This design comes from an exercise in tuning for a short achievable clock period and few clock cycles per item on the open sky130 flow, not from production work. Only simulation tests tie the RTL to the original design; equivalence was not proved. Power is estimated from default activity; no workload was simulated.

<file path="constraint.sdc">
create_clock -name core_clock -period 10.5 [get_ports {clk}]
set_input_delay 2.1000 -clock core_clock [delete_from_list [all_inputs] [get_ports {clk}]]
set_output_delay 2.1000 -clock core_clock [all_outputs]
set_load 0.01 [all_outputs]
</file>
<file path="run.sh">
#!/bin/bash
# synth_recipe.tcl (not shown) runs the flow's synth.tcl, then flattens the netlist and writes it again
# the make line also repeats each setting of config.mk as NAME=value (left out here)
make -C /OpenROAD-flow-scripts/flow DESIGN_CONFIG=/design/flow/config.mk WORK_HOME=/design/flow/orfs CLKGATE_MAP_FILE= SYNTH_SCRIPT=/design/flow/synth_recipe.tcl finish
</file>
<file path="design.v">
package rv_isa_pkg;
    localparam int xlen       = 32;
    localparam int reg_addr_w = 5;
    localparam logic [6:0] op_load   = 7'b0000011;   
    localparam logic [6:0] op_store  = 7'b0100011;   
    localparam logic [6:0] op_reg    = 7'b0110011;   
    localparam logic [6:0] op_imm    = 7'b0010011;   
    localparam logic [6:0] op_branch = 7'b1100011;   
    localparam logic [6:0] op_jal    = 7'b1101111;
    localparam logic [6:0] op_jalr   = 7'b1100111;
    localparam logic [2:0] f3_add_sub = 3'b000;
    localparam logic [2:0] f3_sll     = 3'b001;
    localparam logic [2:0] f3_slt     = 3'b010;
    localparam logic [2:0] f3_sltu    = 3'b011;
    localparam logic [2:0] f3_xor     = 3'b100;
    localparam logic [2:0] f3_srl_sra = 3'b101;
    localparam logic [2:0] f3_or      = 3'b110;
    localparam logic [2:0] f3_and     = 3'b111;
    localparam logic [2:0] f3_beq = 3'b000;
    localparam logic [2:0] f3_bne = 3'b001;
    localparam logic [2:0] f3_lw_sw = 3'b010;
    localparam logic [6:0] f7_alt = 7'b0100000;
endpackage
package core_ctrl_pkg;
    typedef enum logic [3:0] {
        ac_add  = 4'd0,
        ac_sub  = 4'd1,
        ac_and  = 4'd2,
        ac_or   = 4'd3,
        ac_slt  = 4'd4,
        ac_xor  = 4'd5,
        ac_sltu = 4'd6,
        ac_sll  = 4'd7,
        ac_srl  = 4'd8,
        ac_sra  = 4'd9
    } alu_ctrl_t;
    typedef enum logic [1:0] {
        pc_plus4  = 2'd0,
        pc_branch = 2'd1,   
        pc_reg    = 2'd2    
    } pc_src_t;
    typedef enum logic [1:0] {imm_i, imm_s, imm_b, imm_j} imm_sel_t;
    typedef enum logic [1:0] {
        res_alu  = 2'd0,
        res_mem  = 2'd1,
        res_link = 2'd2    
    } result_src_t;
    typedef enum logic [1:0] {alu_add, alu_sub, alu_func, alu_cmp} alu_op_t;
endpackage
module controller (
    input  logic [6:0] opcode,
    input  logic [2:0] funct3,
    input  logic [6:0] funct7,
    input  logic                       alu_zero,
    output logic                       alu_src,
    output logic                       memwrite,
    output logic                       memread,
    output logic                       regwrite,
    output core_ctrl_pkg::alu_ctrl_t   alu_control,
    output core_ctrl_pkg::pc_src_t     pc_src,
    output core_ctrl_pkg::imm_sel_t    imm_sel,
    output core_ctrl_pkg::result_src_t result_src
);
    typedef enum logic [1:0] {cls_none, cls_branch, cls_jal, cls_jalr} ctrl_class_t;
    core_ctrl_pkg::alu_op_t alu_op;
    ctrl_class_t            ctrl_class;
    logic                   is_rtype;
    assign is_rtype = (opcode == rv_isa_pkg::op_reg);
    always_comb begin
        alu_src    = 1'b0;
        memwrite   = 1'b0;
        memread    = 1'b0;
        regwrite   = 1'b0;
        imm_sel    = core_ctrl_pkg::imm_i;
        result_src = core_ctrl_pkg::res_alu;
        alu_op          = core_ctrl_pkg::alu_add;
        ctrl_class      = cls_none;
        case (opcode)
            rv_isa_pkg::op_load: begin
                if (funct3 == rv_isa_pkg::f3_lw_sw) begin   
                    memread    = 1'b1;
                    regwrite   = 1'b1;
                    alu_src    = 1'b1;
                    result_src = core_ctrl_pkg::res_mem;
                end
            end
            rv_isa_pkg::op_store: begin
                if (funct3 == rv_isa_pkg::f3_lw_sw) begin
                    memwrite = 1'b1;
                    alu_src  = 1'b1;
                    imm_sel  = core_ctrl_pkg::imm_s;
                end
            end
            rv_isa_pkg::op_reg: begin
                regwrite = 1'b1;
                alu_op        = core_ctrl_pkg::alu_func;
            end
            rv_isa_pkg::op_imm: begin
                regwrite = 1'b1;
                alu_src  = 1'b1;
                alu_op        = core_ctrl_pkg::alu_func;
            end
            rv_isa_pkg::op_branch: begin
                imm_sel = core_ctrl_pkg::imm_b;
                alu_op       = core_ctrl_pkg::alu_cmp;
                ctrl_class   = cls_branch;
            end
            rv_isa_pkg::op_jal: begin
                regwrite   = 1'b1;
                imm_sel    = core_ctrl_pkg::imm_j;
                result_src = core_ctrl_pkg::res_link;
                ctrl_class      = cls_jal;
            end
            rv_isa_pkg::op_jalr: begin
                regwrite   = 1'b1;
                alu_src    = 1'b1;   
                result_src = core_ctrl_pkg::res_link;
                ctrl_class      = cls_jalr;
            end
            default: ;   
        endcase
    end
    always_comb begin
        alu_control = core_ctrl_pkg::ac_add;
        case (alu_op)
            core_ctrl_pkg::alu_cmp: alu_control = core_ctrl_pkg::ac_xor;   
            core_ctrl_pkg::alu_func: begin
                case (funct3)
                    rv_isa_pkg::f3_add_sub: begin
                        if (is_rtype && funct7 == rv_isa_pkg::f7_alt)
                            alu_control = core_ctrl_pkg::ac_sub;
                    end
                    rv_isa_pkg::f3_sll:  alu_control = core_ctrl_pkg::ac_sll;
                    rv_isa_pkg::f3_slt:  alu_control = core_ctrl_pkg::ac_slt;
                    rv_isa_pkg::f3_sltu: alu_control = core_ctrl_pkg::ac_sltu;
                    rv_isa_pkg::f3_xor:  alu_control = core_ctrl_pkg::ac_xor;
                    rv_isa_pkg::f3_srl_sra: begin
                        alu_control = funct7[5] ? core_ctrl_pkg::ac_sra
                                                     : core_ctrl_pkg::ac_srl;
                    end
                    rv_isa_pkg::f3_or:   alu_control = core_ctrl_pkg::ac_or;
                    rv_isa_pkg::f3_and:  alu_control = core_ctrl_pkg::ac_and;
                    default: ;
                endcase
            end
            default: ;   
        endcase
    end
    always_comb begin
        pc_src = core_ctrl_pkg::pc_plus4;
        case (ctrl_class)
            cls_branch: begin
                if (funct3 == rv_isa_pkg::f3_beq && alu_zero)
                    pc_src = core_ctrl_pkg::pc_branch;
                else if (funct3 == rv_isa_pkg::f3_bne && !alu_zero)
                    pc_src = core_ctrl_pkg::pc_branch;
            end
            cls_jal:  pc_src = core_ctrl_pkg::pc_branch;   
            cls_jalr: pc_src = core_ctrl_pkg::pc_reg;
            default: ;
        endcase
    end
endmodule
module alu (
    input  logic [rv_isa_pkg::xlen-1:0] a,
    input  logic [rv_isa_pkg::xlen-1:0] b,
    input  core_ctrl_pkg::alu_ctrl_t    op,
    output logic [rv_isa_pkg::xlen-1:0] y,
    output logic                        zero
);
    logic [4:0] shamt;
    logic       lt_signed;
    logic       lt_unsigned;
    assign shamt       = b[4:0];   
    assign lt_signed   = ($signed(a) < $signed(b));
    assign lt_unsigned = (a < b);
    always_comb begin
        case (op)
            core_ctrl_pkg::ac_add:  y = a + b;
            core_ctrl_pkg::ac_sub:  y = a - b;
            core_ctrl_pkg::ac_and:  y = a & b;
            core_ctrl_pkg::ac_or:   y = a | b;
            core_ctrl_pkg::ac_xor:  y = a ^ b;
            core_ctrl_pkg::ac_slt: begin
                y = {{(rv_isa_pkg::xlen-1){1'b0}}, lt_signed};
            end
            core_ctrl_pkg::ac_sltu: begin
                y = {{(rv_isa_pkg::xlen-1){1'b0}}, lt_unsigned};
            end
            core_ctrl_pkg::ac_sll:  y = a << shamt;
            core_ctrl_pkg::ac_srl:  y = a >> shamt;
            core_ctrl_pkg::ac_sra:  y = $unsigned($signed(a) >>> shamt);
            default:                y = '0;
        endcase
    end
    assign zero = (y == '0);
endmodule
module reg_file (
    input  logic                              clk,
    input  logic                              arst_n,
    input  logic                              we,
    input  logic [rv_isa_pkg::reg_addr_w-1:0] waddr,
    input  logic [rv_isa_pkg::xlen-1:0]       wdata,
    input  logic [rv_isa_pkg::reg_addr_w-1:0] raddr1,
    input  logic [rv_isa_pkg::reg_addr_w-1:0] raddr2,
    output logic [rv_isa_pkg::xlen-1:0]       rdata1,
    output logic [rv_isa_pkg::xlen-1:0]       rdata2
);
    logic [rv_isa_pkg::xlen-1:0] regs [32];
    always_ff @(posedge clk or negedge arst_n) begin
        if (!arst_n) begin
            for (int i = 0; i < 32; i++) begin
                regs[i] <= '0;
            end
        end else if (we && waddr != '0) begin   
            regs[waddr] <= wdata;
        end
    end
    assign rdata1 = (raddr1 == '0) ? '0 : regs[raddr1];
    assign rdata2 = (raddr2 == '0) ? '0 : regs[raddr2];
endmodule
module datapath (
    input  logic                              clk,
    input  logic                              arst_n,
    input  logic                              alu_src,
    input  logic                              memwrite,
    input  logic                              memread,
    input  logic                              regwrite,
    input  core_ctrl_pkg::alu_ctrl_t          alu_control,
    input  core_ctrl_pkg::pc_src_t            pc_src,
    input  core_ctrl_pkg::imm_sel_t           imm_sel,
    input  core_ctrl_pkg::result_src_t        result_src,
    output logic                              alu_zero,
    output logic [rv_isa_pkg::xlen-1:0]       imem_addr,
    input  logic [rv_isa_pkg::xlen-1:0]       imem_instr,
    output logic                              dmem_valid,
    output logic                              dmem_write,
    output logic [rv_isa_pkg::xlen-1:0]       dmem_addr,
    output logic [rv_isa_pkg::xlen-1:0]       dmem_wdata,
    input  logic                              dmem_ready,
    input  logic [rv_isa_pkg::xlen-1:0]       dmem_rdata,
    output logic                              retire_valid,
    output logic [rv_isa_pkg::xlen-1:0]       retire_pc,
    output logic                              retire_we,
    output logic [rv_isa_pkg::reg_addr_w-1:0] retire_rd,
    output logic [rv_isa_pkg::xlen-1:0]       retire_wdata
);
    logic [rv_isa_pkg::xlen-1:0]       pc;
    logic [rv_isa_pkg::xlen-1:0]       pc_plus4;
    logic [rv_isa_pkg::xlen-1:0]       pc_next;
    logic                              started;
    logic [rv_isa_pkg::reg_addr_w-1:0] rs1;
    logic [rv_isa_pkg::reg_addr_w-1:0] rs2;
    logic [rv_isa_pkg::reg_addr_w-1:0] rd;
    logic [rv_isa_pkg::xlen-1:0]       imm;
    logic [rv_isa_pkg::xlen-1:0]       rdata1;
    logic [rv_isa_pkg::xlen-1:0]       rdata2;
    logic [rv_isa_pkg::xlen-1:0]       alu_b;
    logic [rv_isa_pkg::xlen-1:0]       alu_y;
    logic [rv_isa_pkg::xlen-1:0]       wb_data;
    logic                              mem_access;
    logic                              stall;
    logic                              advance;
    logic                              rf_we;
    assign imem_addr = pc;
    assign rs1       = imem_instr[19:15];
    assign rs2       = imem_instr[24:20];
    assign rd        = imem_instr[11:7];
    always_comb begin
        case (imm_sel)
            core_ctrl_pkg::imm_s: begin
                imm = {{20{imem_instr[31]}}, imem_instr[31:25], imem_instr[11:7]};
            end
            core_ctrl_pkg::imm_b: begin
                imm = {{19{imem_instr[31]}}, imem_instr[31], imem_instr[7],
                       imem_instr[30:25], imem_instr[11:8], 1'b0};
            end
            core_ctrl_pkg::imm_j: begin
                imm = {{11{imem_instr[31]}}, imem_instr[31], imem_instr[19:12],
                       imem_instr[20], imem_instr[30:21], 1'b0};
            end
            default: imm = {{20{imem_instr[31]}}, imem_instr[31:20]};   
        endcase
    end
    reg_file u_reg_file (
        .clk    (clk),
        .arst_n (arst_n),
        .we     (rf_we),
        .waddr  (rd),
        .wdata  (wb_data),
        .raddr1 (rs1),
        .raddr2 (rs2),
        .rdata1 (rdata1),
        .rdata2 (rdata2)
    );
    assign alu_b = alu_src ? imm : rdata2;
    alu u_alu (
        .a    (rdata1),
        .b    (alu_b),
        .op   (alu_control),
        .y    (alu_y),
        .zero (alu_zero)
    );
    assign mem_access = started && (memread || memwrite);
    assign dmem_valid = mem_access;
    assign dmem_write = memwrite;
    assign dmem_addr  = alu_y;
    assign dmem_wdata = rdata2;
    assign stall   = mem_access && !dmem_ready;
    assign advance = started && !stall;   
    assign pc_plus4 = pc + 32'd4;
    always_comb begin
        case (result_src)
            core_ctrl_pkg::res_mem:  wb_data = dmem_rdata;
            core_ctrl_pkg::res_link: wb_data = pc_plus4;
            default:                 wb_data = alu_y;
        endcase
    end
    always_comb begin
        case (pc_src)
            core_ctrl_pkg::pc_branch: pc_next = pc + imm;
            core_ctrl_pkg::pc_reg:    pc_next = {alu_y[rv_isa_pkg::xlen-1:1], 1'b0};
            default:                  pc_next = pc_plus4;
        endcase
    end
    assign rf_we = regwrite && advance;
    always_ff @(posedge clk or negedge arst_n) begin
        if (!arst_n) begin
            pc      <= '0;
            started <= 1'b0;
        end else begin
            started <= 1'b1;   
            if (advance) begin
                pc <= pc_next;
            end
        end
    end
    assign retire_valid = advance;
    assign retire_pc    = pc;
    assign retire_we    = rf_we;
    assign retire_rd    = rd;
    assign retire_wdata = wb_data;
endmodule
module rv_core_top (
    input  logic                              clk,
    input  logic                              arst_n,
    output logic [rv_isa_pkg::xlen-1:0]       imem_addr,
    input  logic [rv_isa_pkg::xlen-1:0]       imem_instr,
    output logic                              dmem_valid,
    output logic                              dmem_write,
    output logic [rv_isa_pkg::xlen-1:0]       dmem_addr,
    output logic [rv_isa_pkg::xlen-1:0]       dmem_wdata,
    input  logic                              dmem_ready,
    input  logic [rv_isa_pkg::xlen-1:0]       dmem_rdata,
    output logic                              retire_valid,
    output logic [rv_isa_pkg::xlen-1:0]       retire_pc,
    output logic                              retire_we,
    output logic [rv_isa_pkg::reg_addr_w-1:0] retire_rd,
    output logic [rv_isa_pkg::xlen-1:0]       retire_wdata
);
    logic                       alu_src;
    logic                       memwrite;
    logic                       memread;
    logic                       regwrite;
    core_ctrl_pkg::alu_ctrl_t   alu_control;
    core_ctrl_pkg::pc_src_t     pc_src;
    core_ctrl_pkg::imm_sel_t    imm_sel;
    core_ctrl_pkg::result_src_t result_src;
    logic                       alu_zero;
    controller u_controller (
        .opcode (imem_instr[6:0]),
        .funct3 (imem_instr[14:12]),
        .funct7 (imem_instr[31:25]),
        .alu_zero    (alu_zero),
        .alu_src     (alu_src),
        .memwrite    (memwrite),
        .memread     (memread),
        .regwrite    (regwrite),
        .alu_control (alu_control),
        .pc_src      (pc_src),
        .imm_sel     (imm_sel),
        .result_src  (result_src)
    );
    datapath u_datapath (
        .clk          (clk),
        .arst_n       (arst_n),
        .alu_src      (alu_src),
        .memwrite     (memwrite),
        .memread      (memread),
        .regwrite     (regwrite),
        .alu_control  (alu_control),
        .pc_src       (pc_src),
        .imm_sel      (imm_sel),
        .result_src   (result_src),
        .alu_zero     (alu_zero),
        .imem_addr    (imem_addr),
        .imem_instr   (imem_instr),
        .dmem_valid   (dmem_valid),
        .dmem_write   (dmem_write),
        .dmem_addr    (dmem_addr),
        .dmem_wdata   (dmem_wdata),
        .dmem_ready   (dmem_ready),
        .dmem_rdata   (dmem_rdata),
        .retire_valid (retire_valid),
        .retire_pc    (retire_pc),
        .retire_we    (retire_we),
        .retire_rd    (retire_rd),
        .retire_wdata (retire_wdata)
    );
endmodule
</file>
<file path="config.mk">
export PLATFORM = sky130hd
export DESIGN_NAME = rv_core_top
export DESIGN_NICKNAME = rv_core_top
export VERILOG_FILES = /design/flow/design.v
export SDC_FILE = /design/flow/constraint.sdc
export NUM_CORES = 4
export LEC_CHECK = 0
export CAP_MARGIN = 20
export CORE_MARGIN = 2
export CORE_UTILIZATION = 30
export SETUP_SLACK_MARGIN = 2.5
export SLEW_MARGIN = 20
</file>
==> reports/metrics.yaml <==
status: "no timing/DRC/antenna violations"
grt_max_degree: 168
placementRows: 166
yosys_warnings: 5
layout.cells.non_filler: 11200
grt_antenna_before_repair: 21
cts.sinks: 1025
power.density_nw_per_um2: 119
htreeDepth: 3
synth_top_area_share_pct: 41.6
final_nets: 8627
die-area_um2: 209000
antenna_left: 0
io_buffers: 235
final.setup.worst_slack_ns: 0.289
via_per_inst: 6.41
grt_usage_pct: 38.0
synth_cell_type_count: 90
yosysSeqAreaShare_pct: 41.6
vdd_ir_drop_max_v: 0.000211
cp_slowest_cell: "buf_4"
worstSetupStartpointType: "input port"
synth.most_common_cell: "nand2_1"
critPathArrivalTime_ns: 8.11
rsz0062_at_grt: "true"
num_vias: 71900
endpoint_kind: "output pin"
numCtsBuffers: 114
ys_top_cells_by_count: "nand2_1 (1337), dfrtp_1 (1025), o21ai_0 (978), a22oi_1 (743), clkbuf_1 (591)"
hold_violations: 0
synth-edff-count: 0
multi_input_area_um2: 36300
syn_nets: 7598
synth.area.top_cells: "dfrtp_1 (42%), a22oi_1 (9.0%), nand2_1 (8.1%)"
place_inst: 10700
synthCells: 7392
setup_violations: 0
dr.pass1.iters: 12
clock_latency_ns: 0.81
drcViolationCount: 0
worst-slew-pin-transition_ns: 1.10
grt_overflow: 0
synth_seq_cells: 1025
avgSynthCellArea_um2: 8.35
clockBufferDepth: 3
syn-cell-area_um2: 61700
coreArea_um2: 205000
syn_to_final_growth_pct: 38.7
min_period_ns: 10.21
fmax_ghz: 0.0979
ys.flop_type: "dfrtp_1"
initial_core_util_pct: 30.2
p_leak_nw: 38.0
n_fill_cell: 20100
hold_buffers: 0
drive_above_1_share_pct: 27.3
finalCoreUtilization_pct: 41.8
cp_top_family: "compound AO/OA/AOI/OAI gates"
largest_reg_flops: 992
yosysTopAreaCell: "dfrtp_1"
dp_slack_ns: -1.05
cts_tree: "yes"
maxSlewViolCount: 0
fin_tns_setup_ns: 0
drt_iter0_drc: 12700
wl_per_cell_um: 37.0
clk_pin_slew_worst_paths_ns: 0.06
fin_crit_sh_pct: 97.2
die_x_um: 457
ys_async_sr_fraction_pct: 100
place_hpwl_um: 289000
worstPathBufferInverterCount: 8
grt_pass1_vias: 66900
slew_headroom_pct: 26.3
crit_path_max_fanout: 16
required_ns: 8.40
slowest_delay_ns: 0.51
die_h_um: 457
num_io_pins: 236
grt_pass1_wl_um: 559000
holdWs_ns: 0.513
skew_ns: 0.0829
drt-total-wl_um: 415000
min_path_type: "reg2reg"
root_buffer: "clkbuf_16"
regArea_um2: 25600
drv_cap: 0
gp_congestion: 1.05
worstSetupPathType: "in2out"
worst min-delay path, stage by stage, from the launching register on:
cell     delay (ns)
dfrtp_1        0.36
nand2_1        0.05
o21ai_0        0.06
cells by family (layout without fill, tap and decap cells):
group	count (synthesis)	count (layout)	synth area share, %
simple gates	2365	2365	16.9
flops	1025	1025	41.6
mux	160	160	2.82
compound gates	2754	2754	29.1
buf+inv	872	1998	5.67
other cells	1	13	0.00608
xor+xnor	76	76	1.08
fa+ha+maj	139	139	2.86
power breakdown:
part	internal, mW	total, mW	switching (mW)
logic	0.666	1.74	1.08
registers	3.99	4.06	0.0701
clock network	2.52	4.41	1.89
cell type report:
class / count / area share [%]
Clock buffer: 158 / 3.88
Sequential cell: 1025 / 30.0
Multi-Input combinational cell: 5495 / 42.4
Antenna cell: 12 / 0.0351
Inverter: 151 / 0.722
Tap cell: 2688 / 3.93
Clock inverter: 55 / 0.866
Timing Repair Buffer: 1634 / 18.1
cells in the final DEF (no fill, tap or decap), drive strengths merged, types with 19 or more instances in the layout:
| cell type | netlist | routed |
|---|---|---|
| a221oi | 78 | 78 |
| and2 | 24 | 24 |
| a21o | 27 | 27 |
| a221o | 30 | 30 |
| clkinv | 1 | 26 |
| nor2 | 282 | 282 |
| clkdlybuf4s50 | 0 | 161 |
| o21ai | 987 | 987 |
| a31oi | 42 | 42 |
| nand2b | 25 | 25 |
| nor3 | 158 | 158 |
| a22oi | 743 | 743 |
| nor2b | 31 | 31 |
| dfrtp | 1025 | 1025 |
| nor4 | 19 | 19 |
| nand2 | 1337 | 1337 |
| mux2i | 51 | 51 |
| mux2 | 109 | 109 |
| a22o | 40 | 40 |
| xnor2 | 48 | 48 |
| nand3b | 19 | 19 |
| buf | 130 | 1451 |
| or3 | 19 | 19 |
| ha | 136 | 136 |
| inv | 150 | 158 |
| nand4 | 107 | 107 |
| o211ai | 58 | 58 |
| a21oi | 305 | 305 |
| and3 | 79 | 79 |
| o21a | 22 | 22 |
| clkbuf | 591 | 171 |
| a222oi | 56 | 56 |
| o22ai | 46 | 46 |
| xor2 | 28 | 28 |
| a211oi | 46 | 46 |
| nand3 | 210 | 210 |
| a2111oi | 24 | 24 |
| o31ai | 135 | 135 |
worst paths after layout:
check,depth (start not counted),start,to,slack (ns)
worst max-delay path,28,imem_instr[22],retire_wdata[30],0.29
worst min-delay path,2,u_datapath.u_reg_file.regs[5][24],u_datapath.u_reg_file.regs[5][24],0.51
worst max register to register,43,u_datapath.u_reg_file.regs[28][1],u_datapath.pc[19],2.24
worst min register to register,2,u_datapath.u_reg_file.regs[5][24],u_datapath.u_reg_file.regs[5][24],0.51
max in group asynchronous,3,arst_n,u_datapath.pc[9],6.94
min in group asynchronous,1,arst_n,u_datapath.u_reg_file.regs[7][30],1.26
through the flow:
step                      total power, mW  cell area (µm²)
after floorplan                      4.70            62700
after global placement               5.59            75600
final                                10.2            85600
after global routing                 10.4            85600
after CTS                            10.0            82700
after detailed placement             5.59            75600
layer usage:
metal	GRT usage (%)	vias to the layer above	wire [µm]
li1	-	29200	-
met1	50.0	35500	161000
met2	52.0	5676	163000
met3	13.6	1449	56400
met4	24.5	24	34200
met5	0.390	-	261
repair_timing:
action                     4_1_cts  5_1_grt
gates cloned                     2        8
setup endpoints to repair      780      216
gates resized for setup        543      509
pin swaps                      183      192
buffers inserted               149       96
Testbench counts, summed over its fixed seeds: cycles 20,582, instructions 19,284.

-- re-timing with driven ports --
In the flow no input, the clock included, has a driving cell. The finished layout below was timed again as built, in two steps.
Step 1, drivers: a clkbuf_16 drives clk and a buf_2 each remaining input, both assumed.
Step 2 adds t to the input delays and takes it off the output delays; t is the mean of the earliest and latest rising clock arrival at the registers after step 1. Input paths then give back, and output paths get back, about the clock's delay inside the block.
Slacks: ideal / step 1 / step 2; pairs: ideal / step 1.
t, ns: 0.853
slack for setup (ns): 0.289 / 0.242 / 0.177
worst setup path at the end: input to register
After both steps this run still meets setup and hold. For this run, drivers alone change the setup slack by -0.047 ns; drivers and shift together by -0.112 ns.
